What follows belongs to an exercise in optimizing a design on an open flow for small area; a production flow would make more cautious choices. Function was checked by simulation only, so behaviour that the tests miss may differ from the original. No activity file was given, so power comes from the tool's default toggle rates.

$ cat flow/design.v
module ofdm_cfg_alloc_regs #(
  parameter int AW   = 7,
  parameter int LEN0 = 4,
  parameter int LEN1 = 16,
  parameter int LEN2 = 128
) (
  input  logic        CLK_I,
  input  logic        RST_I,
  input  logic [31:0] CFG_DAT_I,
  input  logic [1:0]  CFG_ADR_I,
  input  logic        CFG_WE_I,
  input  logic        CFG_STB_I,
  output logic        CFG_ACK_O,
  output logic [31:0] CFG_DAT_O,
  output logic        CFG_RDY_O,
  output logic [1:0]  STD_O,
  output logic        AL_BIT_O,
  output logic        AL_VLD_O,
  output logic        AL_LAST_O,
  input  logic        AL_RD_I
);
  localparam int PW = AW + 1;   
  localparam int RW = AW + 5;   
  typedef enum logic [1:0] {
    RD_IDLE,
    RD_FETCH,
    RD_RUN
  } rd_state_e;
  localparam logic [PW-1:0] LEN0_W = LEN0;
  localparam logic [PW-1:0] LEN1_W = LEN1;
  localparam logic [PW-1:0] LEN2_W = LEN2;
  function automatic logic [PW-1:0] std_len(input logic [1:0] s);
    case (s)
      2'd0:    std_len = LEN0_W;
      2'd1:    std_len = LEN1_W;
      2'd2:    std_len = LEN2_W;
      default: std_len = '0;
    endcase
  endfunction
  logic          ack_q;
  logic [1:0]    std_q, std_n;
  logic [PW-1:0] len_q, len_n;
  logic [PW-1:0] wptr_q, wptr_n;
  logic          rdy_q;
  logic wr_std;
  logic wr_word;
  logic word_ok;
  assign wr_std  = CFG_STB_I && CFG_WE_I && (CFG_ADR_I == 2'd0);
  assign wr_word = CFG_STB_I && CFG_WE_I && (CFG_ADR_I == 2'd1);
  assign word_ok = wr_word && (wptr_q < len_q);
  always_comb begin
    std_n  = std_q;
    len_n  = len_q;
    wptr_n = wptr_q;
    if (wr_std) begin
      std_n  = CFG_DAT_I[1:0];
      len_n  = std_len(CFG_DAT_I[1:0]);
      wptr_n = '0;
    end else if (word_ok) begin
      wptr_n = wptr_q + 1'b1;
    end
  end
  always_ff @(posedge CLK_I or posedge RST_I) begin
    if (RST_I) begin
      ack_q  <= 1'b0;
      std_q  <= 2'd0;
      len_q  <= LEN0_W;
      wptr_q <= '0;
      rdy_q  <= 1'b0;
    end else begin
      ack_q  <= CFG_STB_I;
      std_q  <= std_n;
      len_q  <= len_n;
      wptr_q <= wptr_n;
      rdy_q  <= (wptr_n == len_n);
    end
  end
  assign CFG_ACK_O = ack_q;
  assign CFG_RDY_O = rdy_q;
  assign STD_O     = std_q;
  logic [31:0]   mem [2**AW];
  logic [AW-1:0] raddr;
  logic [31:0]   rd_q;
  always_ff @(posedge CLK_I) begin
    if (word_ok) begin
      mem[wptr_q[AW-1:0]] <= CFG_DAT_I;
    end
    rd_q <= mem[raddr];
  end
  rd_state_e      state_q, state_n;
  logic [RW-1:0]  rptr_q;
  logic [31:0]    cur_word_q;
  logic [AW-1:0]  widx;
  logic [PW-1:0]  widx_inc;
  logic [AW-1:0]  next_widx;
  logic [RW:0]    last_idx;
  logic           run;
  logic           pop;
  logic           at_last;
  assign run       = (state_q == RD_RUN);
  assign widx      = rptr_q[RW-1:5];
  assign widx_inc  = {1'b0, widx} + 1'b1;
  assign next_widx = (widx_inc == len_q) ? '0 : widx_inc[AW-1:0];
  assign last_idx  = {len_q, 5'b0} - 1'b1;
  assign at_last   = ({1'b0, rptr_q} == last_idx);
  assign pop       = run && AL_RD_I && !wr_std;
  assign raddr     = run ? next_widx : '0;
  always_ff @(posedge CLK_I or posedge RST_I) begin
    if (RST_I) begin
      state_q <= RD_IDLE;
    end else begin
      state_q <= state_n;
    end
  end
  always_comb begin
    state_n = state_q;
    case (state_q)
      RD_IDLE:  if (rdy_q && (len_q != '0)) state_n = RD_FETCH;
      RD_FETCH: state_n = RD_RUN;
      RD_RUN:   state_n = RD_RUN;
      default:  state_n = RD_IDLE;
    endcase
    if (wr_std) begin
      state_n = RD_IDLE;
    end
  end
  always_ff @(posedge CLK_I or posedge RST_I) begin
    if (RST_I) begin
      rptr_q     <= '0;
      cur_word_q <= '0;
    end else if (wr_std) begin
      rptr_q <= '0;
    end else if (state_q == RD_FETCH) begin
      rptr_q     <= '0;
      cur_word_q <= rd_q;
    end else if (pop) begin
      rptr_q <= at_last ? '0 : rptr_q + 1'b1;
      if (rptr_q[4:0] == 5'd31) begin
        cur_word_q <= rd_q;
      end
    end
  end
  assign AL_VLD_O  = run;
  assign AL_BIT_O  = run && cur_word_q[rptr_q[4:0]];
  assign AL_LAST_O = run && at_last;
  logic        ovf_q;
  logic [31:0] rd_mux;
  logic [31:0] dat_q;
  always_ff @(posedge CLK_I or posedge RST_I) begin
    if (RST_I) begin
      ovf_q <= 1'b0;
    end else if (wr_std) begin
      ovf_q <= 1'b0;
    end else if (wr_word && !word_ok) begin
      ovf_q <= 1'b1;
    end
  end
  always_comb begin
    rd_mux = '0;
    case (CFG_ADR_I)
      2'd0: rd_mux[1:0] = std_q;
      2'd2: begin
        rd_mux[0]      = rdy_q;
        rd_mux[1]      = ovf_q;
        rd_mux[3:2]    = std_q;
        rd_mux[8 +: PW] = wptr_q;
      end
      default: rd_mux = '0;
    endcase
  end
  always_ff @(posedge CLK_I or posedge RST_I) begin
    if (RST_I) begin
      dat_q <= '0;
    end else begin
      dat_q <= (CFG_STB_I && !CFG_WE_I) ? rd_mux : '0;
    end
  end
  assign CFG_DAT_O = dat_q;
endmodule
$ cat flow/constraint.sdc
create_clock -name core_clock -period 8.0 [get_ports {CLK_I}]
set_input_delay 1.6000 -clock core_clock [delete_from_list [all_inputs] [get_ports {CLK_I}]]
set_output_delay 1.6000 -clock core_clock [all_outputs]
set_load 0.01 [all_outputs]
$ cat flow/config.mk
export PLATFORM = sky130hd
export DESIGN_NAME = ofdm_cfg_alloc_regs
export DESIGN_NICKNAME = ofdm_cfg_alloc_regs
export VERILOG_FILES = /design/flow/design.v
export SDC_FILE = /design/flow/constraint.sdc
export NUM_CORES = 4
export LEC_CHECK = 0
export CAP_MARGIN = 20
export CORE_MARGIN = 2
export CORE_UTILIZATION = 30
export SETUP_SLACK_MARGIN = 0.2
export SLEW_MARGIN = 20
$ cat flow/run.sh
#!/bin/bash
# synth_recipe.tcl (not shown) runs the flow's synth.tcl, then flattens the netlist and writes it again
# the make line also repeats each setting of config.mk as NAME=value (left out here)
make -C /OpenROAD-flow-scripts/flow DESIGN_CONFIG=/design/flow/config.mk WORK_HOME=/design/flow/orfs CLKGATE_MAP_FILE= SYNTH_SCRIPT=/design/flow/synth_recipe.tcl finish
==> flow_metrics.py, run 1 <==
metrics = {
    "run_status": {
        "outcome": "timing/DRC/antenna clean",
    },
    "worst_setup_path": {
        "cp.required_ns": 9.01,
        "worst_setup_path_end_kind": "flop",
        "cp.arrival_ns": 7.75,
        "critPathMaxFanout": 16,
        "critPathKind": "reg -> reg",
        "cp-start-kind": "flop",
    },
    "drt": {
        "vias": 110556,
        "remaining_drc_errors": 0,
        "drt_first_pass_iters": 7,
        "via_per_inst": 5.888,
        "detail-route-antenna-nets": 0,
        "wl_um": 675100,
        "drtIter0Drc": 20828,
        "wire_per_inst_um": 35.95,
    },
    "cells_and_area": {
        "nets": 11166,
        "drive_gt1_share_pct": 14.00,
        "n_fill_cell": 51627,
        "multiInputGateArea_sq_um": 37110,
        "area_delta_synth_final_pct": 16.40,
        "regArea_sq_um": 125600,
        "final_cell_area_sq_um": 191600,
    },
    "logic_synthesis": {
        "yosys_warnings": 1,
        "synthFlopType": "edfxtp_1",
        "avgSynthCellArea_sq_um": 15.28,
        "synth.area.top_cells": "edfxtp_1, nand2_1, mux2i_1, nand3_1, o221ai_1",
        "syn_area_sq_um": 164600,
        "yosys.area.top_type": "edfxtp_1",
        "synth-seq-area-share_pct": 76.30,
        "syn_inst": 10776,
        "synth-edff-count": 4096,
        "yosysTopAreaCellShare_pct": 74.71,
        "synth_cell_types": 100,
        "ys_seq_elements": 4207,
        "ys_async_sr_fraction_pct": 1.878,
    },
    "clock_tree": {
        "clkSinkCount": 4207,
        "hold_buffers": 0,
        "htree_levels": 5,
        "cts_buffers": 427,
        "cts_repair_resize_count": 0,
        "cts.path.max_buffers": 4,
        "cts-root-buf": "clkbuf_16",
        "clk_pin_slew_ns": 0.07,
        "worstSkewPairLatency_ns": 1.06,
        "cts_setup_buffers": 0,
        "cts_tree": "yes",
    },
    "sta": {
        "rsz0062_at_grt": "false",
        "setup_tns_ns": 0,
        "fmax_mhz": 148.2,
        "relSlewSlack_pct": 13.46,
        "period_needed_ns": 6.749,
        "finalSetupViolCount": 0,
        "skew_ns": 0.06677,
        "period_share_pct": 84.36,
        "slew_violations": 0,
        "hold_violations": 0,
        "tightest_slew_ns": 1.285,
    },
    "place": {
        "place_area_sq_um": 177400,
        "io_buffer_count": 57,
        "dp_hpwl_um": 417400,
        "gp_congestion": 1.032,
    },
    "floorplan": {
        "dieArea_sq_um": 554700,
        "die_w_um": 744.8,
        "core_area_sq_um": 547600,
        "die_height_um": 744.8,
        "rows": 272,
        "start_util_pct": 30.07,
        "io_pins": 78,
    },
    "pwr": {
        "p_total_mw": 51.29,
        "ir_drop_v": 0.0003389,
        "switching_power_mw": 13.81,
        "combPwrFrac_pct": 12.7,
        "pwr-share-seq_pct": 47.8,
        "clkPwrFrac_pct": 39.5,
        "internal_power_mw": 37.48,
        "switching_share_pct": 26.92,
        "leakagePower_nw": 60.55,
        "power_density_nw_per_um2": 267.6,
    },
    "global_route": {
        "grt_pass1_wl_um": 898400,
        "grt_use_total_pct": 23.45,
        "overflow": 0,
        "grt_max_degree": 130,
        "antenna_found_initial": 87,
        "grt_pass1_vias": 101123,
    },
    "flow_run": {
        "cap_violations": 0,
    },
    "worst_hold_path": {
        "holdCritPathClass": "reg -> reg",
    },
}
-- flip-flops by register name, indices dropped and copies added, names as in the netlist --
name	flops
rd_q	32
mem	4096
len_q	8
ack_q	1
state_q	2
ovf_q	1
std_q	2
wptr_q	8
dat_q	12
rptr_q	12
rdy_q	1
cur_word_q	32
-- cell families after synthesis --
family	count (synthesis)	share of synthesized area, %
XOR/XNOR	35	0.1862
AO/OA/AOI/OAI	2217	9.465
buffers and inverters	767	2.175
other	1	0.002278
flip-flops	4207	76.30
adder cells (fa/ha/maj)	16	0.1216
AND/OR/NAND/NOR	2895	7.655
multiplexers	638	4.096
-- stage by stage --
| step | hold WS [ns] | instances | util (%) | worst slack (ns) |
|---|---|---|---|---|
| after detailed placement | 0.4455 | 17937 | 32.40 | 1.616 |
| after CTS | 0.4556 | 18719 | 34.95 | 1.604 |
| after floorplan | 0.4389 | 10795 | - | 2.927 |
| after global placement | 0.4465 | 17928 | 32.36 | 1.088 |
| after global routing | 0.4647 | 18738 | 34.98 | 1.479 |
| final | 0.4483 | 18777 | 35.00 | 1.251 |
-- path summary, 6_finish.rpt --
check | start | to | slack [ns] | cells after the start
min in group asynchronous | RST_I | wptr_q[6]$_DFF_PP0_ | 0.96 | 2
setup / recovery | rptr_q[7]$_DFFE_PP0P_ | rd_q[3]$_DFF_P_ | 1.25 | 13
setup reg to reg | rptr_q[7]$_DFFE_PP0P_ | rd_q[3]$_DFF_P_ | 1.25 | 13
hold reg to reg | rd_q[5]$_DFF_P_ | cur_word_q[5]$_DFFE_PP0P_ | 0.45 | 1
max in group asynchronous | RST_I | cur_word_q[12]$_DFFE_PP0P_ | 5.79 | 3
hold / removal | rd_q[5]$_DFF_P_ | cur_word_q[5]$_DFFE_PP0P_ | 0.45 | 1
-- area by class of cell --
class | count | share of cell area (%)
Tap cell | 7261 | 4.741
Antenna cell | 52 | 0.06790
Clock buffer | 542 | 5.893
Multi-Input combinational cell | 5821 | 19.36
Clock inverter | 240 | 1.376
Sequential cell | 4207 | 65.55
Timing Repair Buffer | 630 | 2.960
Inverter | 24 | 0.05158
-- critical path: stages, from the launching register on --
cell	delay (ns)
dfrtp_1	0.84
nand3_1	0.41
xor2_1	0.28
nor4b_4	0.87
a31oi_4	0.26
buf_4	0.36
nand2_2	0.83
nand2_1	0.72
o221ai_1	0.67
nor4_2	0.11
buf_4	0.20
a311oi_1	0.67
buf_4	0.31
o32a_1	0.15
-- per-layer routing --
layer,vias up,track usage (%),wire (um)
li1,43135,-,-
met1,56268,29.41,236900
met2,9201,34.36,288000
met3,1910,8.372,99150
met4,42,14.82,50530
met5,-,0.2510,470
-- Yosys cell counts, types with 79 or more instances --
cell and count:
a31oi_1 185, nor2_1 420, a211oi_1 79, buf_1 82
mux2_2 85, buf_2 233, edfxtp_1 4096, nor3_1 141
nand3_1 502, o221ai_1 234, clkbuf_1 339, o22ai_1 212
a22oi_1 93, mux2i_1 533, o21ai_0 349, nand2_1 1504
o211ai_1 121, a21oi_1 366, a221oi_1 121
-- cell usage in the layout (no fill, tap or decap), types with 25 or more instances in the layout --
cell             instances
a211oi_1                76
a21oi_1                364
a221o_1                 49
a221oi_1               121
a22oi_1                 91
a31oi_1                177
a32oi_1                 34
and3_1                  74
buf_12                  65
buf_4                  531
bufinv_16               43
clkbuf_1               103
clkbuf_16              432
clkdlybuf4s50_1         25
clkinv_1                87
clkinv_2                72
dfrtp_1                 77
dfxtp_1                 32
diode_2                 52
edfxtp_1              4096
mux2_2                  85
mux2i_1                533
nand2_1               1483
nand3_1                499
nand4_1                 65
nor2_1                 264
nor2_4                 148
nor3_1                 135
nor4_1                  30
o211ai_1               121
o21ai_0                342
o221ai_1               234
o22a_1                  30
o22ai_1                211
o31ai_1                 26
or3_1                   63
-- power by group through the flow --
stage | clock (mW) | sequential [mW] | combinational (mW)
finish | 20.3 | 24.5 | 6.52
global route | 21.1 | 24.5 | 6.56
CTS | 20.2 | 24.5 | 6.20
detailed placement | 0 | 25.0 | 6.18
global placement | 0 | 25.0 | 6.14
floorplan | 0 | 24.9 | 3.19
==> run 2, diff against run 1 <==
--- a/flow/design.v
+++ b/flow/design.v
@@ -21,6 +21,12 @@
 );
   localparam int PW = AW + 1;   
   localparam int RW = AW + 5;   
+  localparam int NW = 2**AW;    
+  localparam int SB = 3;        
+  localparam int S  = 2**SB;
+  localparam int TB = 4;        
+  localparam int NI = NW / S;   
+  localparam int NT = NW / (2**TB);
   typedef enum logic [1:0] {
     RD_IDLE,
     RD_FETCH,
@@ -47,30 +53,28 @@
   logic word_ok;
   assign wr_std  = CFG_STB_I && CFG_WE_I && (CFG_ADR_I == 2'd0);
   assign wr_word = CFG_STB_I && CFG_WE_I && (CFG_ADR_I == 2'd1);
+  assign len_q   = std_len(std_q);
   assign word_ok = wr_word && (wptr_q < len_q);
   always_comb begin
     std_n  = std_q;
-    len_n  = len_q;
     wptr_n = wptr_q;
     if (wr_std) begin
       std_n  = CFG_DAT_I[1:0];
-      len_n  = std_len(CFG_DAT_I[1:0]);
       wptr_n = '0;
     end else if (word_ok) begin
       wptr_n = wptr_q + 1'b1;
     end
+    len_n = std_len(std_n);
   end
   always_ff @(posedge CLK_I or posedge RST_I) begin
     if (RST_I) begin
       ack_q  <= 1'b0;
       std_q  <= 2'd0;
-      len_q  <= LEN0_W;
       wptr_q <= '0;
       rdy_q  <= 1'b0;
     end else begin
       ack_q  <= CFG_STB_I;
       std_q  <= std_n;
-      len_q  <= len_n;
       wptr_q <= wptr_n;
       rdy_q  <= (wptr_n == len_n);
     end
@@ -78,21 +82,70 @@
   assign CFG_ACK_O = ack_q;
   assign CFG_RDY_O = rdy_q;
   assign STD_O     = std_q;
-  logic [31:0]   mem [2**AW];
-  logic [AW-1:0] raddr;
-  logic [31:0]   rd_q;
+  logic [NW-1:0][31:0] ring_q;
+  logic [AW-1:0]       p0_q;     
+  logic [AW-1:0]       iw_q;     
+  logic                wr0;      
+  logic [S-1:1][31:0]  dl_dq;
+  logic [S-1:1]        dl_vq;
+  logic [S-1:1][SB-1:0] dl_cq;
+  logic [S-1:0][31:0]  dl_d;
+  logic [S-1:0]        dl_v;
+  logic [S-1:0][SB-1:0] dl_c;
+  logic [S-1:0]        dl_ins;
+  logic [AW-1:0]       w_pos;    
+  logic [AW-1:0]       k_pos;
+  logic                ins;
+  logic [31:0]         ins_dat;
+  logic [AW-SB-1:0]    ins_pt;
+  assign wr0     = word_ok && (wptr_q == '0);
+  assign k_pos   = wptr_q[AW-1:0] - p0_q - 1'b1;
+  assign dl_d    = {dl_dq, CFG_DAT_I};
+  assign dl_v    = {dl_vq, word_ok && (wptr_q != '0)};
+  assign dl_c    = {dl_cq, k_pos[SB-1:0]};
+  always_comb begin
+    ins_dat = '0;
+    for (int j = 0; j < S; j++) begin
+      dl_ins[j] = dl_v[j] && (dl_c[j] == '0);
+      if (dl_ins[j]) ins_dat = ins_dat | dl_d[j];
+    end
+    if (wr0) ins_dat = CFG_DAT_I;
+  end
+  assign ins    = wr0 || (|dl_ins);
+  assign w_pos  = p0_q + 1'b1 - iw_q;
+  assign ins_pt = wr0 ? '0 : w_pos[AW-1:SB];
+  always_ff @(posedge CLK_I or posedge RST_I) begin
+    if (RST_I) begin
+      dl_vq <= '0;
+    end else begin
+      for (int j = 1; j < S; j++) begin
+        dl_vq[j] <= dl_v[j-1] && (dl_c[j-1] != '0) && !wr_std;
+      end
+    end
+  end
   always_ff @(posedge CLK_I) begin
-    if (word_ok) begin
-      mem[wptr_q[AW-1:0]] <= CFG_DAT_I;
-    end
-    rd_q <= mem[raddr];
+    for (int j = 1; j < S; j++) begin
+      dl_dq[j] <= dl_d[j-1];
+      dl_cq[j] <= dl_c[j-1] - 1'b1;
+    end
+    p0_q <= wr0 ? '0 : p0_q + 1'b1;
+    iw_q <= wr0 ? AW'(1) : iw_q + AW'(|dl_ins);
+    for (int p = 0; p < NW; p++) begin
+      if ((p % S) == 0 && ins && ins_pt == (p / S))
+        ring_q[p] <= ins_dat;
+      else
+        ring_q[p] <= ring_q[(p + NW - 1) % NW];
+    end
   end
   rd_state_e      state_q, state_n;
   logic [RW-1:0]  rptr_q;
   logic [31:0]    cur_word_q;
+  logic [31:0]    nxt_word_q;
   logic [AW-1:0]  widx;
   logic [PW-1:0]  widx_inc;
   logic [AW-1:0]  next_widx;
+  logic [AW-1:0]  hunt;
+  logic [AW-1:0]  hpos;
   logic [RW:0]    last_idx;
   logic           run;
   logic           pop;
@@ -104,7 +157,15 @@
   assign last_idx  = {len_q, 5'b0} - 1'b1;
   assign at_last   = ({1'b0, rptr_q} == last_idx);
   assign pop       = run && AL_RD_I && !wr_std;
-  assign raddr     = run ? next_widx : '0;
+  assign hunt      = run ? next_widx : '0;
+  assign hpos      = p0_q - hunt;
+  always_ff @(posedge CLK_I) begin
+    if (wr0) begin
+      nxt_word_q <= CFG_DAT_I;
+    end else if (hpos[TB-1:0] == '0) begin
+      nxt_word_q <= ring_q[{hpos[AW-1:TB], {TB{1'b0}}}];
+    end
+  end
   always_ff @(posedge CLK_I or posedge RST_I) begin
     if (RST_I) begin
       state_q <= RD_IDLE;
@@ -126,18 +187,18 @@
   end
   always_ff @(posedge CLK_I or posedge RST_I) begin
     if (RST_I) begin
-      rptr_q     <= '0;
-      cur_word_q <= '0;
+      rptr_q <= '0;
     end else if (wr_std) begin
       rptr_q <= '0;
     end else if (state_q == RD_FETCH) begin
-      rptr_q     <= '0;
-      cur_word_q <= rd_q;
+      rptr_q <= '0;
     end else if (pop) begin
       rptr_q <= at_last ? '0 : rptr_q + 1'b1;
-      if (rptr_q[4:0] == 5'd31) begin
-        cur_word_q <= rd_q;
-      end
+    end
+  end
+  always_ff @(posedge CLK_I) begin
+    if (!wr_std && ((state_q == RD_FETCH) || (pop && rptr_q[4:0] == 5'd31))) begin
+      cur_word_q <= nxt_word_q;
     end
   end
   assign AL_VLD_O  = run;
--- a/flow/config.mk
+++ b/flow/config.mk
@@ -8,5 +8,6 @@
 export CAP_MARGIN = 20
 export CORE_MARGIN = 2
 export CORE_UTILIZATION = 30
+export CTS_BUF_LIST = sky130_fd_sc_hd__clkbuf_4
 export SETUP_SLACK_MARGIN = 0.2
 export SLEW_MARGIN = 20
==> run 2 against run 1 <==
Compared with the run above: still clean; final cell count down 33%; non-clock buffer count is 521 lower; routed wire length is 72% lower; register-to-register slack gained 0.68 ns; synthesized cell count decreased by 39%; setup slack better by 0.68 ns; flip-flop and latch count grew 258; global-route usage decreased by 13 points; largest power group unchanged; highest routed layer unchanged.
==> flow_metrics.py, run 2 <==
metrics = {
    "clock_tree": {
        "htree_levels": 6,
        "cts.path.max_buffers": 4,
        "cts_buffers": 911,
        "cts_tree": "yes",
        "clkSinkCount": 4465,
        "cts_repair_resize_count": 0,
        "hold_buffers": 0,
        "cts-root-buf": "clkbuf_4",
        "worstSkewPairLatency_ns": 1.37,
        "clk_pin_slew_ns": 0.07,
        "cts_setup_buffers": 0,
    },
    "cells_and_area": {
        "drive_gt1_share_pct": 19.46,
        "utilization_pct": 34.99,
        "most-common-layout-cells": "dfxtp_1, clkbuf_4, nand2_1",
        "final_cell_area_sq_um": 120800,
        "area_delta_synth_final_pct": 16.28,
        "nets": 7481,
        "largest_register_ffs": 4096,
        "final_common_cell": "dfxtp_1",
    },
    "global_route": {
        "grt_pass1_vias": 51380,
        "grt_max_degree": 65,
        "grt_pass1_wl_um": 291100,
        "antenna_found_initial": 9,
        "grt_use_total_pct": 10.66,
        "overflow": 0,
    },
    "worst_setup_path": {
        "crit_chain": "ha_1 -> nand3_1 -> o21a_1 -> or4b_2 -> o31a_1 -> nor2b_1 -> ha_1 -> fa_1 -> nand2b_1 -> a21oi_1 -> xor2_4 -> buf_4 -> mux2i_1 -> mux2i_1 -> mux2i_1 -> o21ai_0",
        "path_common_cell": "mux2i_1",
        "rr_worst_depth": 16,
        "critPathMaxFanout": 39,
        "cp.required_ns": 9.06,
        "reg2reg_to": "nxt_word_q[19]$_DFFE_PP_",
        "critPathKind": "reg -> reg",
        "worst_setup_path_end_kind": "flop",
        "crit_buf_inv": 1,
        "slowest_delay_ns": 0.74,
        "ff2ff_setup_slack_ns": 1.93,
        "cpLargestDelayFamily": "simple AND/OR/NAND/NOR gates",
        "cp.arrival_ns": 7.13,
        "cp-start-kind": "flop",
        "timing.rr.start": "rptr_q[5]$_DFFE_PP0P_",
        "crit_slowest_cell": "buf_4",
    },
    "drt": {
        "via_per_inst": 3.800,
        "vias": 47923,
        "drt_first_pass_iters": 6,
        "drtIter0Drc": 2415,
        "detail-route-antenna-nets": 0,
        "wire_per_inst_um": 14.88,
        "wl_um": 187700,
        "remaining_drc_errors": 0,
    },
    "sta": {
        "hold_violations": 0,
        "fmax_mhz": 164.8,
        "period_share_pct": 75.87,
        "setup_tns_ns": 0,
        "period_needed_ns": 6.069,
        "skew_ns": 0.1621,
        "rsz0062_at_grt": "false",
        "finalSetupViolCount": 0,
        "hold-worst-slack_ns": 0.2392,
        "relSlewSlack_pct": 29.09,
        "tightest_slew_ns": 1.060,
        "slew_violations": 0,
    },
    "worst_hold_path": {
        "holdCritPathClass": "reg -> reg",
        "holdPathStages": 0,
        "min-delay-start": "ring_q[3421]$_DFF_P_",
        "holdPathEnd": "ring_q[3453]$_DFF_P_",
    },
    "floorplan": {
        "die_w_um": 592.6,
        "dieArea_sq_um": 351100,
        "start_util_pct": 30.09,
        "rows": 216,
        "die_height_um": 592.6,
        "io_pins": 78,
        "core_area_sq_um": 345400,
    },
    "pwr": {
        "p_total_mw": 43.86,
        "leakagePower_nw": 49.66,
        "ir_drop_v": 0.0002753,
        "power_density_nw_per_um2": 363.0,
    },
    "logic_synthesis": {
        "syn_inst": 6580,
        "synthFlopType": "dfxtp_1",
        "yosysMostFrequentCell": "dfxtp_1",
        "yosysTopAreaCellShare_pct": 83.89,
        "ys_seq_elements": 4465,
        "syn_area_sq_um": 103900,
        "yosys.area.top_type": "dfxtp_1",
        "ys_async_sr_fraction_pct": 1.030,
        "avgSynthCellArea_sq_um": 15.79,
        "yosys_warnings": 1,
        "synth_cell_types": 78,
        "synth.area.top_cells": "dfxtp_1, mux2i_1, edfxtp_1, nand2_1, dfrtp_1",
        "synth_common_cells": "dfxtp_1, nand2_1, mux2i_1, o21ai_1, o21ai_0",
        "synth-edff-count": 64,
        "synth-seq-area-share_pct": 86.85,
    },
    "place": {
        "place_area_sq_um": 109500,
        "dp_hpwl_um": 103500,
        "gp_congestion": 0.7525,
        "io_buffer_count": 57,
    },
    "run_status": {
        "outcome": "timing/DRC/antenna clean",
    },
    "flow_run": {
        "cap_violations": 0,
    },
}
run 2: metrics by stage:
stage                     worst slack, ns  std cells
after floorplan                     2.306       6599
after global placement              2.069      11061
after detailed placement            1.923      11061
after CTS                           1.870      12600
after global routing                1.684      12607
final                               1.931      12612
run 2: worst max-delay path by stage:
stage | depth (start not counted) | slack [ns] | startpoint | to
2_1_floorplan | 11 | 2.31 | rptr_q[5]$_DFFE_PP0P_ | nxt_word_q[0]$_DFFE_PP_
6_report | 16 | 1.93 | rptr_q[5]$_DFFE_PP0P_ | nxt_word_q[19]$_DFFE_PP_
5_1_grt | 16 | 1.68 | rptr_q[5]$_DFFE_PP0P_ | nxt_word_q[19]$_DFFE_PP_
3_3_place_gp | 16 | 2.07 | rptr_q[5]$_DFFE_PP0P_ | nxt_word_q[19]$_DFFE_PP_
4_1_cts | 16 | 1.87 | rptr_q[5]$_DFFE_PP0P_ | nxt_word_q[19]$_DFFE_PP_
3_5_place_dp | 16 | 1.92 | rptr_q[5]$_DFFE_PP0P_ | nxt_word_q[19]$_DFFE_PP_
run 2: layout make-up:
| type | instances | area, sq um |
|---|---|---|
| antenna | 9 | 22.52 |
| tap | 4578 | 5728 |
| clock buffer | 1358 | 10190 |
| sequential | 4465 | 90260 |
| clock inverter | 181 | 1057 |
| timing repair buffer | 109 | 1008 |
| multi-input combinational | 1735 | 11900 |
| inverter | 177 | 665.6 |
| fill | 32998 | 224600 |
run 2: kinds of logic (layout without fill, tap and decap cells):
family / count (synthesis) / after routing / synth area share (%)
fa+ha+maj: 43 / 43 / 0.5322
other cells: 1 / 29 / 0.003608
buf+inv: 399 / 1825 / 1.888
simple gates: 641 / 641 / 2.852
mux: 370 / 370 / 3.685
flops: 4465 / 4465 / 86.85
compound gates: 623 / 623 / 3.847
xor+xnor: 38 / 38 / 0.3419
run 2: routing by layer:
metal  vias to the layer above  part of all wire, %  global-route usage [%]
li1                      23491                    -                       -
met5                         -                0.025                       0
met2                       988                   45                   16.49
met4                         6                  2.2                   4.384
met3                       311                  4.4                   2.729
met1                     23127                   48                   14.16
run 2: power breakdown:
part           leakage [nW]  total (mW)  internal (mW)  switching [mW]
logic                  6.45        4.31           1.59            2.72
clock network          6.72        15.8           7.98            7.81
registers              36.5        23.8           23.4           0.377
total                  49.7        43.9           33.0            10.9
==> run 3, diff against run 2 <==
--- a/flow/config.mk
+++ b/flow/config.mk
@@ -8,6 +8,5 @@
 export CAP_MARGIN = 20
 export CORE_MARGIN = 2
 export CORE_UTILIZATION = 30
-export CTS_BUF_LIST = sky130_fd_sc_hd__clkbuf_4
 export SETUP_SLACK_MARGIN = 0.2
 export SLEW_MARGIN = 20
==> run 3 against run 2 <==
Compared with the run above: still clean on timing, DRC and antenna; final cell count is 7.0% lower; non-clock buffer count is 1 lower; critical path depth stayed put; clock skew is 0.071 ns lower; fmax is 1.7% higher; setup slack better by 0.099 ns; synthesized cell count stayed put; first-iteration DRC count is 6.0% higher; core utilization is 0.35 points higher; design area is 1.0% higher; critical path type unchanged.
==> flow_metrics.py, run 3 <==
metrics = {
    "sta": {
        "slew_violations": 0,
        "fin_ws_ns": 2.030,
        "hold-worst-slack_ns": 0.2738,
        "fmax_mhz": 167.5,
        "finalSetupViolCount": 0,
        "tightest_slew_ns": 1.103,
        "hold_violations": 0,
        "setup_tns_ns": 0,
        "relSlewSlack_pct": 26.47,
        "period_needed_ns": 5.970,
        "skew_ns": 0.09160,
        "rsz0062_at_grt": "false",
        "period_share_pct": 74.63,
    },
    "pwr": {
        "switching_share_pct": 23.38,
        "pwr-share-seq_pct": 51.5,
        "clkPwrFrac_pct": 39.2,
        "power_density_nw_per_um2": 378.5,
        "leakagePower_nw": 49.06,
        "internal_power_mw": 35.39,
        "combPwrFrac_pct": 9.3,
        "switching_power_mw": 10.80,
        "ir_drop_v": 0.0003115,
    },
    "floorplan": {
        "io_pins": 78,
        "die_height_um": 592.6,
        "dieArea_sq_um": 351100,
        "core_area_sq_um": 345400,
        "rows": 216,
        "start_util_pct": 30.09,
        "die_w_um": 592.6,
    },
    "logic_synthesis": {
        "ys_seq_elements": 4465,
        "yosysMostFrequentCell": "dfxtp_1",
        "synth_common_cells": "dfxtp_1, nand2_1, mux2i_1, o21ai_1, o21ai_0",
        "yosys.area.top_type": "dfxtp_1",
        "synth-edff-count": 64,
        "synth-seq-area-share_pct": 86.85,
        "syn_inst": 6580,
        "synth_cell_types": 78,
        "ys_async_sr_fraction_pct": 1.030,
        "synthFlopType": "dfxtp_1",
        "yosys_warnings": 1,
        "synth.area.top_cells": "dfxtp_1, mux2i_1, edfxtp_1, nand2_1, dfrtp_1",
        "syn_area_sq_um": 103900,
        "yosysTopAreaCellShare_pct": 83.89,
        "avgSynthCellArea_sq_um": 15.79,
    },
    "place": {
        "dp_slack_ns": 1.923,
        "io_buffer_count": 57,
        "gp_congestion": 0.7525,
        "place_area_sq_um": 109500,
        "dp_hpwl_um": 103500,
    },
    "global_route": {
        "grt_pass1_vias": 46461,
        "antenna_found_initial": 6,
        "overflow": 0,
        "grt_max_degree": 65,
        "grt_use_total_pct": 10.34,
        "grt_pass1_wl_um": 280500,
    },
    "cells_and_area": {
        "final_cell_area_sq_um": 122000,
        "area_delta_synth_final_pct": 17.44,
        "nets": 6939,
        "utilization_pct": 35.34,
        "regArea_sq_um": 90260,
        "drive_gt1_share_pct": 10.32,
        "multiInputGateArea_sq_um": 11900,
        "n_fill_cell": 32440,
        "largest_register_ffs": 4096,
        "most-common-layout-cells": "dfxtp_1, nand2_1, clkbuf_16",
        "final_common_cell": "dfxtp_1",
    },
    "clock_tree": {
        "cts_tree": "yes",
        "htree_levels": 5,
        "clkSinkCount": 4465,
        "cts.path.max_buffers": 4,
        "clk_pin_slew_ns": 0.07,
        "worstSkewPairLatency_ns": 0.88,
        "cts-root-buf": "clkbuf_16",
        "cts_buffers": 370,
        "cts_repair_resize_count": 0,
        "hold_buffers": 0,
        "cts_setup_buffers": 0,
    },
    "drt": {
        "route.met2.wl_um": 81900,
        "met1_length_um": 89970,
        "drtIter0Drc": 2561,
        "vias": 44803,
        "met3_length_um": 6992,
        "via_per_inst": 3.819,
        "wl_um": 183500,
        "detail-route-antenna-nets": 0,
        "drt_first_pass_iters": 5,
        "remaining_drc_errors": 0,
        "wire_per_inst_um": 15.64,
        "top_layer_used": "met4",
    },
    "worst_setup_path": {
        "cp.arrival_ns": 6.52,
        "cp-start-kind": "flop",
        "cpLargestDelayFamily": "simple AND/OR/NAND/NOR gates",
        "crit_chain": "ha_1 -> nand3_1 -> o21a_1 -> or4b_2 -> o31a_1 -> nor2b_1 -> ha_1 -> fa_1 -> nand2b_1 -> a21oi_1 -> xor2_4 -> buf_4 -> mux2i_1 -> mux2i_1 -> mux2i_1 -> o21ai_0",
        "critPathMaxFanout": 39,
        "cp.required_ns": 8.55,
        "slowest_delay_ns": 0.71,
        "critPathLaunch": "rptr_q[5]$_DFFE_PP0P_",
        "timing.rr.start": "rptr_q[5]$_DFFE_PP0P_",
        "worst_setup_path_end_kind": "flop",
        "critPathKind": "reg -> reg",
        "path_common_cell": "mux2i_1",
        "crit_buf_inv": 1,
        "crit_slowest_cell": "buf_4",
    },
    "worst_hold_path": {
        "holdCritPathClass": "reg -> reg",
        "min-delay-start": "ring_q[2645]$_DFF_P_",
    },
    "run_status": {
        "outcome": "timing/DRC/antenna clean",
    },
    "flow_run": {
        "cap_violations": 0,
    },
}
[run 3: cell counts after synthesis]
No cell type changed its count.
[run 3: path summary, 6_finish.rpt]
check                                      endpoint  slack (ns)  cells past startpoint
max                        nxt_word_q[23]$_DFFE_PP_        2.03                     16
min                            ring_q[2677]$_DFF_P_        0.27                      0
max reg2reg                nxt_word_q[23]$_DFFE_PP_        2.03                     16
min reg2reg                    ring_q[2677]$_DFF_P_        0.27                      0
max in group asynchronous     rptr_q[4]$_DFFE_PP0P_        6.26                      2
min in group asynchronous       wptr_q[3]$_DFF_PP0_        1.20                      2
[run 3: stage by stage]
step / power (mW) / cells
6_report: 46.19 / 11733
5_1_grt: 47.88 / 11729
4_1_cts: 46.66 / 11726
3_5_place_dp: 28.62 / 11061
3_3_place_gp: 28.48 / 11061
2_1_floorplan: 27.00 / 6599
[run 3: layout make-up]
type | instances | area share [%]
sequential | 4465 | 73.95
multi-input combinational | 1735 | 9.753
tap | 4578 | 4.693
antenna | 5 | 0.01025
clock inverter | 146 | 1.400
timing repair buffer | 108 | 0.8140
inverter | 177 | 0.5454
clock buffer | 519 | 8.831
[run 3: cells by family (layout without fill, tap and decap cells)]
group                    count (synthesis)  in the layout  share of synthesized area, %
other                                    1             25                      0.003608
flip-flops                            4465           4465                         86.85
XOR/XNOR                                38             38                        0.3419
AO/OA/AOI/OAI                          623            623                         3.847
AND/OR/NAND/NOR                        641            641                         2.852
adder cells (fa/ha/maj)                 43             43                        0.5322
multiplexers                           370            370                         3.685
buffers and inverters                  399            950                         1.888
[run 3: power groups by stage]
| stage | combinational (mW) | clock, mW | sequential [mW] |
|---|---|---|---|
| 2_1_floorplan | 2.91 | 0 | 24.1 |
| 3_3_place_gp | 4.23 | 0 | 24.2 |
| 3_5_place_dp | 4.35 | 0 | 24.3 |
| 4_1_cts | 4.37 | 18.5 | 23.8 |
| 5_1_grt | 4.61 | 19.4 | 23.9 |
| 6_report | 4.29 | 18.1 | 23.8 |
[run 3: layer usage]
| layer | vias to the layer above | track usage [%] |
|---|---|---|
| li1 | 21899 | - |
| met1 | 21833 | 14.34 |
| met2 | 741 | 16.35 |
| met3 | 330 | 1.748 |
| met4 | 0 | 3.356 |
| met5 | - | 0 |
[run 3: worst register-to-register path, delay by kind of cell, from the launching register on]
kind                       cells  cell delay [ns]
xor gates and xnor gates       1             0.37
and+or+nand+nor                4             1.15
AOI/OAI and AO/OA              4             1.08
DFF                            1             0.48
muxes                          3             0.87
buffers and inverters          1             0.72
adders and majority gates      3             0.97
==> run 4, diff against run 3 <==
--- a/flow/config.mk
+++ b/flow/config.mk
@@ -7,6 +7,8 @@
 export LEC_CHECK = 0
 export CAP_MARGIN = 20
 export CORE_MARGIN = 2
-export CORE_UTILIZATION = 30
+export CORE_UTILIZATION = 60
+export CTS_BUF_LIST = sky130_fd_sc_hd__clkbuf_8
+export CTS_CLUSTER_SIZE = 30
 export SETUP_SLACK_MARGIN = 0.2
 export SLEW_MARGIN = 20
==> run 4 against run 3 <==
Compared with the run above: still clean on timing, DRC and antenna; core utilization is 34 points higher; routed wire length is 1.4% lower; sequential share of layout area is 1.6 points higher; clock skew is 0.037 ns lower; synthesized cell count stayed put; final cell count is 16% lower; flip-flop and latch count stayed put; via count is 2.0% higher; design area is 2.1% lower; hold slack worse by 0.0023 ns; setup slack better by 0.13 ns; sequential power hardly changed; critical endpoint is now AL_BIT_O; largest power group unchanged.
==> flow_metrics.py, run 4 <==
metrics = {
    "floorplan": {
        "core_area_sq_um": 171900,
        "rows": 152,
        "start_util_pct": 60.45,
        "die_w_um": 420.2,
        "io_pins": 78,
        "dieArea_sq_um": 176500,
        "die_height_um": 420.2,
    },
    "clock_tree": {
        "cts_setup_buffers": 0,
        "cts-root-buf": "clkbuf_8",
        "htree_levels": 6,
        "cts_repair_resize_count": 0,
        "cts_tree": "yes",
        "clk_pin_slew_ns": 0.07,
        "cts.path.max_buffers": 4,
        "cts_buffers": 640,
        "clkSinkCount": 4465,
        "worstSkewPairLatency_ns": 1.04,
        "hold_buffers": 0,
    },
    "worst_setup_path": {
        "cp-start-kind": "flop",
        "critPathMaxFanout": 8,
        "cp.required_ns": 6.40,
        "path_common_cell": "mux4_2",
        "critPathKind": "reg -> out",
        "crit_slowest_cell": "dfrtp_1",
        "rr_worst_depth": 16,
        "worst_setup_path_end_kind": "output pin",
        "ff2ff_setup_slack_ns": 2.39,
        "crit_chain": "buf_4 -> mux4_2 -> mux4_2 -> mux2i_1 -> nor2b_1 -> clkdlybuf4s50_1",
        "slowest_delay_ns": 0.69,
        "cp.arrival_ns": 4.25,
    },
    "logic_synthesis": {
        "synth.area.top_cells": "dfxtp_1, mux2i_1, edfxtp_1, nand2_1, dfrtp_1",
        "synthFlopType": "dfxtp_1",
        "yosysTopAreaCellShare_pct": 83.89,
        "yosys_warnings": 1,
        "synth_common_cells": "dfxtp_1, nand2_1, mux2i_1, o21ai_1, o21ai_0",
        "synth-seq-area-share_pct": 86.85,
        "ys_async_sr_fraction_pct": 1.030,
        "syn_area_sq_um": 103900,
        "yosys.area.top_type": "dfxtp_1",
        "avgSynthCellArea_sq_um": 15.79,
        "yosysMostFrequentCell": "dfxtp_1",
        "synth-edff-count": 64,
        "syn_inst": 6580,
        "ys_seq_elements": 4465,
        "synth_cell_types": 78,
    },
    "cells_and_area": {
        "final_common_cell": "dfxtp_1",
        "n_fill_cell": 11875,
        "area_delta_synth_final_pct": 14.92,
        "drive_gt1_share_pct": 13.62,
        "most-common-layout-cells": "dfxtp_1, clkbuf_8, nand2_1",
        "largest_register_ffs": 4096,
        "nets": 7206,
    },
    "pwr": {
        "power_density_nw_per_um2": 376.7,
        "ir_drop_v": 0.0006988,
        "leakagePower_nw": 50.29,
    },
    "worst_hold_path": {
        "holdCritPathClass": "reg -> reg",
        "holdPathStages": 0,
    },
    "sta": {
        "rsz0062_at_grt": "false",
        "fmax_mhz": 171.1,
        "hold-worst-slack_ns": 0.2715,
        "period_share_pct": 73.07,
        "skew_ns": 0.05439,
        "hold_violations": 0,
        "slew_violations": 0,
        "period_needed_ns": 5.845,
        "fin_ws_ns": 2.155,
        "relSlewSlack_pct": 24.02,
        "tightest_slew_ns": 1.135,
        "setup_tns_ns": 0,
        "finalSetupViolCount": 0,
    },
    "place": {
        "gp_congestion": 0.7985,
        "io_buffer_count": 57,
        "dp_slack_ns": 2.173,
        "dp_hpwl_um": 103700,
    },
    "global_route": {
        "antenna_found_initial": 13,
        "use_met1_pct": 28.64,
        "grt_use_total_pct": 20.85,
        "grtUsageMet2_pct": 32.54,
        "met3_usage_pct": 4.473,
        "busiest_layer": "met2",
        "overflow": 0,
        "grt_max_degree": 65,
        "grt_pass1_wl_um": 275600,
        "grt_pass1_vias": 46936,
    },
    "drt": {
        "drt_first_pass_iters": 5,
        "wire_per_inst_um": 18.27,
        "detail-route-antenna-nets": 0,
        "via_per_inst": 4.613,
        "wl_um": 181000,
        "remaining_drc_errors": 0,
        "vias": 45706,
        "drtIter0Drc": 2410,
    },
    "run_status": {
        "outcome": "timing/DRC/antenna clean",
    },
    "flow_run": {
        "cap_violations": 0,
    },
}
run 4: cell counts after synthesis:
Identical to the previous run, type by type.
run 4: logic make-up (layout without fill, tap and decap cells):
kind of cell	count (synthesis)	count (layout)	share of synthesized area, %
AO/OA/AOI/OAI	623	623	3.847
multiplexers	370	370	3.685
buffers and inverters	399	1391	1.888
flip-flops	4465	4465	86.85
adder cells (fa/ha/maj)	43	43	0.5322
XOR/XNOR	38	38	0.3419
other	1	27	0.003608
AND/OR/NAND/NOR	641	641	2.852
run 4: critical path, delay by kind of cell (launching register included):
family        cells  cell delay, ns
flops             1            0.69
buf+inv           2            0.85
mux               3            1.60
simple gates      1            0.08
run 4: cell type report:
type / count / area (sq um) / share of cell area (%)
diodes: 7 / 17.52 / 0.01467
clock buffers: 822 / 11310 / 9.473
clock inverters: 287 / 1404 / 1.175
inverters: 177 / 665.6 / 0.5574
multi-input cells: 1735 / 11900 / 9.967
flip-flops and latches: 4465 / 90260 / 75.58
well taps: 2310 / 2890 / 2.420
repair buffers: 105 / 975.9 / 0.8172
run 4: through the flow:
stage / cells / power, mW / util [%] / area (sq um)
CTS: 9900 / 45.53 / 69.44 / 119400
detailed placement: 8791 / 28.32 / 62.05 / 106700
finish: 9908 / 44.99 / 69.46 / 119400
global placement: 8790 / 28.20 / 62.03 / 106700
global route: 9906 / 46.88 / 69.46 / 119400
floorplan: 6599 / 27.00 / - / 104000
run 4: where the power goes:
part / switching, mW / internal [mW]
combinational: 2.41 / 1.58
sequential: 0.407 / 23.4
clock: 7.74 / 9.44
run 4: path summary, 6_finish.rpt:
| check | end | from |
|---|---|---|
| hold reg to reg | ring_q[2520]$_DFF_P_ | ring_q[2488]$_DFF_P_ |
| hold / removal | ring_q[2520]$_DFF_P_ | ring_q[2488]$_DFF_P_ |
| setup reg to reg | nxt_word_q[21]$_DFFE_PP_ | rptr_q[5]$_DFFE_PP0P_ |
| setup / recovery | AL_BIT_O | rptr_q[0]$_DFFE_PP0P_ |
| max in group asynchronous | dl_vq[3]$_DFF_PP0_ | RST_I |
| min in group asynchronous | rptr_q[9]$_DFFE_PP0P_ | RST_I |
run 4: layer usage:
layer | share of wire (%) | vias up
li1 | - | 22518
met1 | 48 | 22017
met2 | 46 | 865
met3 | 3.9 | 306
met4 | 2.4 | 0
met5 | 0 | -
==> run 5, diff against run 4 <==
--- a/flow/design.v
+++ b/flow/design.v
@@ -84,52 +84,49 @@
   assign STD_O     = std_q;
   logic [NW-1:0][31:0] ring_q;
   logic [AW-1:0]       p0_q;     
-  logic [AW-1:0]       iw_q;     
+  logic [AW-1:0]       wn_q;     
   logic                wr0;      
   logic [S-1:1][31:0]  dl_dq;
   logic [S-1:1]        dl_vq;
-  logic [S-1:1][SB-1:0] dl_cq;
   logic [S-1:0][31:0]  dl_d;
   logic [S-1:0]        dl_v;
-  logic [S-1:0][SB-1:0] dl_c;
-  logic [S-1:0]        dl_ins;
-  logic [AW-1:0]       w_pos;    
-  logic [AW-1:0]       k_pos;
+  logic [S-1:0]        dl_sel;
   logic                ins;
+  logic                ins_tok;
   logic [31:0]         ins_dat;
   logic [AW-SB-1:0]    ins_pt;
   assign wr0     = word_ok && (wptr_q == '0);
-  assign k_pos   = wptr_q[AW-1:0] - p0_q - 1'b1;
   assign dl_d    = {dl_dq, CFG_DAT_I};
   assign dl_v    = {dl_vq, word_ok && (wptr_q != '0)};
-  assign dl_c    = {dl_cq, k_pos[SB-1:0]};
-  always_comb begin
+  always_comb begin
+    logic older;
+    older   = 1'b0;
     ins_dat = '0;
-    for (int j = 0; j < S; j++) begin
-      dl_ins[j] = dl_v[j] && (dl_c[j] == '0);
-      if (dl_ins[j]) ins_dat = ins_dat | dl_d[j];
+    for (int j = S - 1; j >= 0; j--) begin
+      dl_sel[j] = dl_v[j] && !older;
+      older     = older || dl_v[j];
+      if (dl_sel[j]) ins_dat = ins_dat | dl_d[j];
     end
     if (wr0) ins_dat = CFG_DAT_I;
   end
-  assign ins    = wr0 || (|dl_ins);
-  assign w_pos  = p0_q + 1'b1 - iw_q;
-  assign ins_pt = wr0 ? '0 : w_pos[AW-1:SB];
+  assign ins_tok = (|dl_v) && (wn_q[SB-1:0] == '0);
+  assign ins     = wr0 || ins_tok;
+  assign ins_pt  = wr0 ? '0 : wn_q[AW-1:SB];
   always_ff @(posedge CLK_I or posedge RST_I) begin
     if (RST_I) begin
       dl_vq <= '0;
     end else begin
       for (int j = 1; j < S; j++) begin
-        dl_vq[j] <= dl_v[j-1] && (dl_c[j-1] != '0) && !wr_std;
+        dl_vq[j] <= dl_v[j-1] && !(ins_tok && dl_sel[j-1]) && !wr_std;
       end
     end
   end
   always_ff @(posedge CLK_I) begin
     for (int j = 1; j < S; j++) begin
       dl_dq[j] <= dl_d[j-1];
-      dl_cq[j] <= dl_c[j-1] - 1'b1;
     end
     p0_q <= wr0 ? '0 : p0_q + 1'b1;
-    iw_q <= wr0 ? AW'(1) : iw_q + AW'(|dl_ins);
+    wn_q <= wr0 ? '0 : wn_q + AW'(!ins_tok);
     for (int p = 0; p < NW; p++) begin
       if ((p % S) == 0 && ins && ins_pt == (p / S))
         ring_q[p] <= ins_dat;
@@ -160,9 +157,7 @@
   assign hunt      = run ? next_widx : '0;
   assign hpos      = p0_q - hunt;
   always_ff @(posedge CLK_I) begin
-    if (wr0) begin
-      nxt_word_q <= CFG_DAT_I;
-    end else if (hpos[TB-1:0] == '0) begin
+    if (hpos[TB-1:0] == '0) begin
       nxt_word_q <= ring_q[{hpos[AW-1:TB], {TB{1'b0}}}];
     end
   end
@@ -185,10 +180,8 @@
       state_n = RD_IDLE;
     end
   end
-  always_ff @(posedge CLK_I or posedge RST_I) begin
-    if (RST_I) begin
-      rptr_q <= '0;
-    end else if (wr_std) begin
+  always_ff @(posedge CLK_I) begin
+    if (wr_std) begin
       rptr_q <= '0;
     end else if (state_q == RD_FETCH) begin
       rptr_q <= '0;
==> flow/flow/run.sh (new file) <==
#!/bin/bash
set -euo pipefail
bash standard.sh CTS_ARGS="-sink_clustering_enable -repair_clock_nets -dont_use_dummy_load -buf_list sky130_fd_sc_hd__clkbuf_16" finish > standard.log 2>&1
==> flow/standard.sh (new file) <==
#!/bin/bash
# synth_recipe.tcl (not shown) runs the flow's synth.tcl, then flattens the netlist and writes it again
# the make line also repeats each setting of config.mk as NAME=value (left out here)
make -C /OpenROAD-flow-scripts/flow DESIGN_CONFIG=/design/flow/config.mk WORK_HOME=/design/flow/orfs CLKGATE_MAP_FILE= SYNTH_SCRIPT=/design/flow/synth_recipe.tcl "${@:-finish}"
--- a/flow/config.mk
+++ b/flow/config.mk
@@ -7,8 +7,6 @@
 export LEC_CHECK = 0
 export CAP_MARGIN = 20
 export CORE_MARGIN = 2
-export CORE_UTILIZATION = 60
-export CTS_BUF_LIST = sky130_fd_sc_hd__clkbuf_8
-export CTS_CLUSTER_SIZE = 30
+export CORE_UTILIZATION = 30
 export SETUP_SLACK_MARGIN = 0.2
 export SLEW_MARGIN = 20
removed: flow/run.sh
==> run 5 against run 4 <==
Compared with the run above: non-clock buffer count increased by 21; fmax rose by 3.4%; clock-buffer cell count is 416 lower; design area decreased by 1.7%; critical endpoint is now nxt_word_q[1]$_DFFE_PN_; highest routed layer is now met5.
==> flow_metrics.py, run 5 <==
metrics = {
    "worst_setup_path": {
        "rr_worst_depth": 17,
        "cp-start-kind": "flop",
        "cpLargestDelayFamily": "simple AND/OR/NAND/NOR gates",
        "critPathLaunch": "rptr_q[7]$_SDFFE_PP0P_",
        "crit_slowest_cell": "or3_2",
        "slowest_delay_ns": 0.98,
        "critPathMaxFanout": 19,
        "crit_buf_inv": 2,
        "timing.rr.start": "rptr_q[7]$_SDFFE_PP0P_",
        "cp.required_ns": 8.65,
        "crit_chain": "nand2_1 -> nor2_1 -> nand2_1 -> nor2_1 -> xnor2_1 -> o31a_1 -> nor2b_1 -> ha_1 -> inv_1 -> fa_1 -> a21o_1 -> a21oi_1 -> xor2_1 -> or3_2 -> buf_4 -> o22ai_1 -> a211o_1",
        "ff2ff_setup_slack_ns": 2.34,
        "cp.arrival_ns": 6.31,
        "critPathKind": "reg -> reg",
        "worst_setup_path_end_kind": "flop",
        "reg2reg_to": "nxt_word_q[1]$_DFFE_PN_",
    },
    "logic_synthesis": {
        "ys_seq_elements": 4444,
        "synth_common_cells": "dfxtp_1, a21oi_1, nor2_1, nand2_1, o21ai_0",
        "avgSynthCellArea_sq_um": 15.32,
        "synth_top_family_by_area": "compound AO/OA/AOI/OAI gates",
        "synth_cell_types": 69,
        "synth-seq-area-share_pct": 88.55,
        "yosysMostFrequentCell": "dfxtp_1",
        "yosysTopAreaCellShare_pct": 85.81,
        "synth-edff-count": 64,
        "synthAdderAreaFrac_pct": 0.2789,
        "ys_async_sr_fraction_pct": 0.7651,
        "synthFlopType": "dfxtp_1",
        "yosys_warnings": 1,
        "synth_xor_area_share_pct": 0.3480,
        "syn_area_sq_um": 101400,
        "synthMuxAreaShare_pct": 0.9231,
        "synth_compound_area_share_pct": 4.692,
        "syn_inst": 6616,
        "synth.area.top_cells": "dfxtp_1, a21oi_1, edfxtp_1, nor2_1, nand2_1",
        "synth_simple_gate_area_share_pct": 4.028,
        "yosys.area.top_type": "dfxtp_1",
    },
    "global_route": {
        "grt_pass1_wl_um": 276300,
        "grt_max_degree": 77,
        "overflow": 0,
        "grt_use_total_pct": 10.53,
        "grt_pass1_vias": 45861,
        "antenna_found_initial": 12,
    },
    "clock_tree": {
        "cts_repair_resize_count": 0,
        "cts_buffers": 406,
        "cts_tree": "yes",
        "clkSinkCount": 4444,
        "cts.path.max_buffers": 4,
        "cts-root-buf": "clkbuf_16",
        "worstSkewPairLatency_ns": 0.96,
        "clk_pin_slew_ns": 0.06,
        "htree_levels": 5,
        "hold_buffers": 0,
        "cts_setup_buffers": 0,
    },
    "sta": {
        "finalSetupViolCount": 0,
        "slew_violations": 0,
        "setup_tns_ns": 0,
        "fmax_mhz": 176.8,
        "tightest_slew_ns": 1.102,
        "skew_ns": 0.07553,
        "period_needed_ns": 5.656,
        "period_share_pct": 70.70,
        "fin_ws_ns": 2.344,
        "hold_violations": 0,
        "rsz0062_at_grt": "false",
        "relSlewSlack_pct": 26.50,
    },
    "floorplan": {
        "rows": 213,
        "die_w_um": 585.3,
        "start_util_pct": 30.12,
        "dieArea_sq_um": 342600,
        "io_pins": 78,
        "die_height_um": 585.3,
        "core_area_sq_um": 336600,
    },
    "cells_and_area": {
        "largest_register_ffs": 4096,
        "area_delta_synth_final_pct": 15.82,
        "nets": 6986,
        "final_common_cell": "dfxtp_1",
        "drive_gt1_share_pct": 7.872,
        "most-common-layout-cells": "dfxtp_1, a21oi_1, clkbuf_16",
    },
    "drt": {
        "detail-route-antenna-nets": 0,
        "via_per_inst": 3.924,
        "drtIter0Drc": 2662,
        "remaining_drc_errors": 0,
        "vias": 44891,
        "drt_first_pass_iters": 7,
        "wl_um": 182400,
        "wire_per_inst_um": 15.94,
    },
    "pwr": {
        "internal_power_mw": 32.39,
        "combPwrFrac_pct": 6.4,
        "leakagePower_nw": 45.62,
        "clkPwrFrac_pct": 38.1,
        "pwr-share-seq_pct": 55.5,
        "ir_drop_v": 0.0005431,
        "switching_share_pct": 22.58,
        "switching_power_mw": 9.444,
        "power_density_nw_per_um2": 356.3,
    },
    "worst_hold_path": {
        "holdPathEnd": "ring_q[3019]$_DFF_P_",
        "holdPathStages": 0,
        "holdCritPathClass": "reg -> reg",
        "min-delay-start": "ring_q[2987]$_DFF_P_",
    },
    "place": {
        "io_buffer_count": 57,
        "gp_congestion": 0.7592,
        "dp_slack_ns": 2.482,
        "dp_hpwl_um": 97800,
    },
    "run_status": {
        "outcome": "timing/DRC/antenna clean",
    },
    "flow_run": {
        "cap_violations": 0,
    },
}
## run 5: changes by cell type in the layout (fill, tap and decap cells not counted), moves of 77 or more
cell	previous run	this run
a21oi_1	10	447
clkbuf_16	0	406
clkbuf_8	822	0
inv_1	391	14
mux2i_1	359	71
nand2_1	445	368
nor2_1	38	403
o21ai_1	227	12
## run 5: worst max-delay path by stage
stage                                     endpoint  cells after the start
after floorplan            nxt_word_q[0]$_DFFE_PN_                     13
after global placement     nxt_word_q[2]$_DFFE_PN_                     18
after detailed placement  nxt_word_q[29]$_DFFE_PN_                     17
after CTS                                 AL_BIT_O                      5
after global routing      nxt_word_q[30]$_DFFE_PN_                     17
final                      nxt_word_q[1]$_DFFE_PN_                     17
## run 5: per-stage QoR
stage | power (mW) | std cells | hold WS, ns | instance area (sq um) | util [%]
4_1_cts | 42.22 | 11438 | 0.2660 | 117400 | 34.88
2_1_floorplan | 24.96 | 6635 | 0.3096 | 101500 | -
6_report | 41.84 | 11441 | 0.2697 | 117400 | 34.89
5_1_grt | 43.21 | 11439 | 0.2748 | 117400 | 34.88
3_5_place_dp | 26.37 | 11032 | 0.3121 | 107300 | 31.87
3_3_place_gp | 26.29 | 11031 | 0.3096 | 107200 | 31.86
## run 5: power by group through the flow
stage                     sequential, mW  combinational [mW]  clock (mW)
after global placement              23.7                2.60           0
after detailed placement            23.7                2.66           0
after floorplan                     23.5                1.46           0
final                               23.2                2.66        15.9
after CTS                           23.2                2.67        16.3
after global routing                23.3                2.76        17.2
## run 5: layer usage
layer / vias to the layer above / track usage (%) / share of wire, %
met2: 900 / 16.17 / 44
met3: 360 / 2.199 / 4.5
met1: 21886 / 14.64 / 49
li1: 21743 / - / -
met5: - / 0 / 0.0071
met4: 2 / 3.747 / 2.7
## run 5: cell families (layout without fill, tap and decap cells)
logic type,count (synthesis),count (layout)
other,1,23
AND/OR/NAND/NOR,946,946
buffers and inverters,258,546
multiplexers,81,81
XOR/XNOR,37,37
flip-flops,4444,4444
adder cells (fa/ha/maj),22,22
AO/OA/AOI/OAI,827,827
## run 5: area by class of cell
| type | instances | area, sq um |
|---|---|---|
| well taps | 4515 | 5649 |
| diodes | 3 | 7.507 |
| repair buffers | 126 | 1146 |
| fillers | 31585 | 219200 |
| multi-input cells | 1933 | 10630 |
| inverters | 14 | 52.55 |
| clock buffers | 406 | 10160 |
| flip-flops and latches | 4444 | 89780 |
==> run 6, diff against run 5 <==
==> flow/run.sh (new file) <==
#!/bin/bash
# synth_recipe.tcl (not shown) runs the flow's synth.tcl, then flattens the netlist and writes it again
# the make line also repeats each setting of config.mk as NAME=value (left out here)
make -C /OpenROAD-flow-scripts/flow DESIGN_CONFIG=/design/flow/config.mk WORK_HOME=/design/flow/orfs CLKGATE_MAP_FILE= SYNTH_SCRIPT=/design/flow/synth_recipe.tcl finish
--- a/flow/config.mk
+++ b/flow/config.mk
@@ -8,5 +8,6 @@
 export CAP_MARGIN = 20
 export CORE_MARGIN = 2
 export CORE_UTILIZATION = 30
+export CTS_BUF_LIST = sky130_fd_sc_hd__clkbuf_4
 export SETUP_SLACK_MARGIN = 0.2
 export SLEW_MARGIN = 20
removed: flow/flow/run.sh
removed: flow/standard.sh
==> run 6 against run 5 <==
Compared with the run above: area after synthesis is the same; die area is the same; clock power grew 4%; hold slack got worse by 0.0075 ns; synthesized cell count stayed put; non-clock buffer count is the same; critical path type is now reg -> out; largest power group unchanged; highest routed layer unchanged.
==> flow_metrics.py, run 6 <==
metrics = {
    "floorplan": {
        "die_height_um": 585.3,
        "core_area_sq_um": 336600,
        "rows": 213,
        "dieArea_sq_um": 342600,
        "start_util_pct": 30.12,
        "io_pins": 78,
        "die_w_um": 585.3,
    },
    "drt": {
        "wire_per_inst_um": 14.74,
        "vias": 48836,
        "drtIter0Drc": 2358,
        "via_per_inst": 3.832,
        "detail-route-antenna-nets": 0,
        "wl_um": 187800,
        "remaining_drc_errors": 0,
        "drt_first_pass_iters": 7,
    },
    "logic_synthesis": {
        "yosysMostFrequentCell": "dfxtp_1",
        "synth-edff-count": 64,
        "ys_seq_elements": 4444,
        "yosys.area.top_type": "dfxtp_1",
        "yosys_warnings": 1,
        "synth.area.top_cells": "dfxtp_1, a21oi_1, edfxtp_1, nor2_1, nand2_1",
        "syn_inst": 6616,
        "yosysTopAreaCellShare_pct": 85.81,
        "syn_area_sq_um": 101400,
        "synth_common_cells": "dfxtp_1, a21oi_1, nor2_1, nand2_1, o21ai_0",
        "avgSynthCellArea_sq_um": 15.32,
        "synthFlopType": "dfxtp_1",
        "synth-seq-area-share_pct": 88.55,
        "ys_async_sr_fraction_pct": 0.7651,
        "synth_cell_types": 69,
    },
    "cells_and_area": {
        "final_common_cell": "dfxtp_1",
        "n_fill_cell": 32073,
        "final_cell_area_sq_um": 119600,
        "most-common-layout-cells": "dfxtp_1, clkbuf_4, a21oi_1",
        "largest_register_ffs": 4096,
        "drive_gt1_share_pct": 20.31,
        "area_delta_synth_final_pct": 17.96,
        "nets": 7554,
    },
    "clock_tree": {
        "cts-root-buf": "clkbuf_4",
        "clkSinkCount": 4444,
        "cts.path.max_buffers": 4,
        "cts_tree": "yes",
        "worstSkewPairLatency_ns": 1.40,
        "cts_repair_resize_count": 0,
        "cts_buffers": 974,
        "htree_levels": 6,
        "clk_pin_slew_ns": 0.07,
        "hold_buffers": 0,
        "cts_setup_buffers": 0,
    },
    "global_route": {
        "overflow": 0,
        "grt_use_total_pct": 10.92,
        "met3_usage_pct": 2.803,
        "grt_pass1_vias": 51142,
        "antenna_found_initial": 17,
        "grtUsageMet2_pct": 16.64,
        "busiest_layer": "met2",
        "grt_max_degree": 77,
        "use_met1_pct": 14.55,
        "grt_pass1_wl_um": 288500,
    },
    "sta": {
        "relSlewSlack_pct": 26.71,
        "fin_ws_ns": 1.953,
        "finalSetupViolCount": 0,
        "setup_tns_ns": 0,
        "period_share_pct": 75.59,
        "slew_violations": 0,
        "rsz0062_at_grt": "false",
        "skew_ns": 0.08985,
        "tightest_slew_ns": 1.099,
        "period_needed_ns": 6.047,
        "fmax_mhz": 165.4,
        "hold_violations": 0,
    },
    "worst_hold_path": {
        "holdCritPathClass": "reg -> reg",
    },
    "worst_setup_path": {
        "crit_slowest_cell": "dfxtp_2",
        "cp.arrival_ns": 4.45,
        "cp-start-kind": "flop",
        "path_common_cell": "mux4_2",
        "slowest_delay_ns": 0.85,
        "critPathMaxFanout": 12,
        "worst_setup_path_end_kind": "output pin",
        "cpLargestDelayFamily": "multiplexers",
        "critPathKind": "reg -> out",
        "cp.required_ns": 6.40,
        "crit_buf_inv": 1,
        "crit_chain": "mux4_2 -> mux4_2 -> mux2i_1 -> nor2_1 -> clkdlybuf4s50_1",
    },
    "flow_run": {
        "cap_violations": 0,
    },
    "place": {
        "io_buffer_count": 57,
        "place_area_sq_um": 107300,
        "gp_congestion": 0.7592,
        "dp_slack_ns": 2.482,
        "dp_hpwl_um": 97800,
    },
    "pwr": {
        "leakagePower_nw": 47.99,
        "power_density_nw_per_um2": 355.5,
        "ir_drop_v": 0.0005517,
    },
    "run_status": {
        "outcome": "timing/DRC/antenna clean",
    },
}
==> run 6: worst register-to-register path: stages (launching register included) <==
cell	delay [ns]
dfxtp_1	0.53
nand2_1	0.22
nor2_1	0.20
nand2_1	0.14
nor2_1	0.24
xnor2_1	0.16
o31a_1	0.23
nor2b_1	0.18
ha_1	0.20
inv_1	0.06
fa_1	0.45
a21o_1	0.18
a21oi_1	0.18
xor2_1	0.51
or3_2	0.97
buf_4	0.54
o22ai_1	0.13
a211o_1	0.27
==> run 6: worst paths after layout <==
kind / to / depth (start not counted) / slack [ns] / startpoint
worst max-delay path: AL_BIT_O / 5 / 1.95 / rptr_q[0]$_SDFFE_PP0P_
worst min-delay path: ring_q[1832]$_DFF_P_ / 0 / 0.26 / ring_q[1800]$_DFF_P_
worst max register to register: nxt_word_q[30]$_DFFE_PN_ / 17 / 2.34 / rptr_q[7]$_SDFFE_PP0P_
worst min register to register: ring_q[1832]$_DFF_P_ / 0 / 0.26 / ring_q[1800]$_DFF_P_
max in group asynchronous: dl_vq[3]$_DFF_PP0_ / 3 / 7.04 / RST_I
min in group asynchronous: wptr_q[4]$_DFF_PP0_ / 3 / 0.62 / RST_I
==> run 6: cell families (layout without fill, tap and decap cells) <==
kind of cell    count (synthesis)  after routing  synth area share, %
fa+ha+maj                      22             22               0.2789
xor+xnor                       37             37               0.3480
other cells                     1             32             0.003699
mux                            81             81               0.9231
flops                        4444           4444                88.55
buf+inv                       258           1840                1.179
compound gates                827            827                4.692
simple gates                  946            946                4.028
==> run 6: layout make-up <==
type | count | area, sq um | area share [%]
inverter | 14 | 52.55 | 0.04394
sequential | 4444 | 89780 | 75.07
clock inverter | 220 | 1200 | 1.003
multi-input combinational | 1933 | 10630 | 8.888
antenna | 12 | 30.03 | 0.02511
tap | 4515 | 5649 | 4.723
clock buffer | 1480 | 11110 | 9.290
timing repair buffer | 126 | 1146 | 0.9583
==> run 6: metal layers <==
layer / up-vias / share of wire, %
li1: 23860 / -
met1: 23506 / 48
met2: 1164 / 44
met3: 304 / 5.3
met4: 2 / 2.3
met5: - / 0.0069
==> run 6: through the flow <==
step	hold WS [ns]	total power [mW]	util, %	instances
after global placement	0.3096	26.29	31.86	11031
after floorplan	0.3096	24.96	-	6635
after detailed placement	0.3121	26.37	31.87	11032
after global routing	0.2589	44.35	35.53	12736
final	0.2622	42.51	35.53	12744
after CTS	0.2503	43.08	35.52	12732
==> run 6: power by group <==
part | switching (mW) | internal, mW | total [mW]
Sequential | 0.341 | 22.9 | 23.2
Clock | 7.88 | 8.77 | 16.6
Combinational | 2.03 | 0.638 | 2.66
Total | 10.2 | 32.3 | 42.5

[static timing again, ports no longer ideal]
Ports are ideal in the flow. The routed layouts listed here were re-timed in OpenROAD. Step 1: set_driving_cell puts a clkbuf_16 on CLK_I and a buf_2 on each other input, an assumption about the parent block. Step 2, shift: input delay + t, output delay - t, t = (earliest + latest rising clock arrival at the registers) / 2. This alone moves slack from input paths to output paths. Three values: ideal ports, drivers, drivers and shift; two values: the first two.
run | t (ns) | setup WS [ns] | hold WS [ns] | slew at the worst register clock pin (ns) | pins driven straight from the clock port
run 1 | 1.143 | 1.251 / 1.251 / 1.251 | 0.448 / 0.448 / 0.448 | 0.07 / 0.07 | 1
run 2 | 1.392 | 1.931 / 1.931 / 1.931 | 0.239 / 0.239 / 0.239 | 0.09 / 0.09 | 1
run 3 | 0.933 | 2.030 / 2.030 / 2.030 | 0.274 / 0.274 / 0.274 | 0.07 / 0.07 | 1
run 4 | 1.082 | 2.155 / 2.079 / 2.227 | 0.272 / 0.272 / 0.272 | 0.07 / 0.07 | 1
run 5 | 1.008 | 2.344 / 2.344 / 2.344 | 0.270 / 0.270 / 0.270 | 0.07 / 0.07 | 1
run 6 | 1.458 | 1.953 / 1.867 / 2.344 | 0.262 / 0.262 / 0.262 | 0.09 / 0.09 | 1
After both steps setup and hold are still met in every run listed.
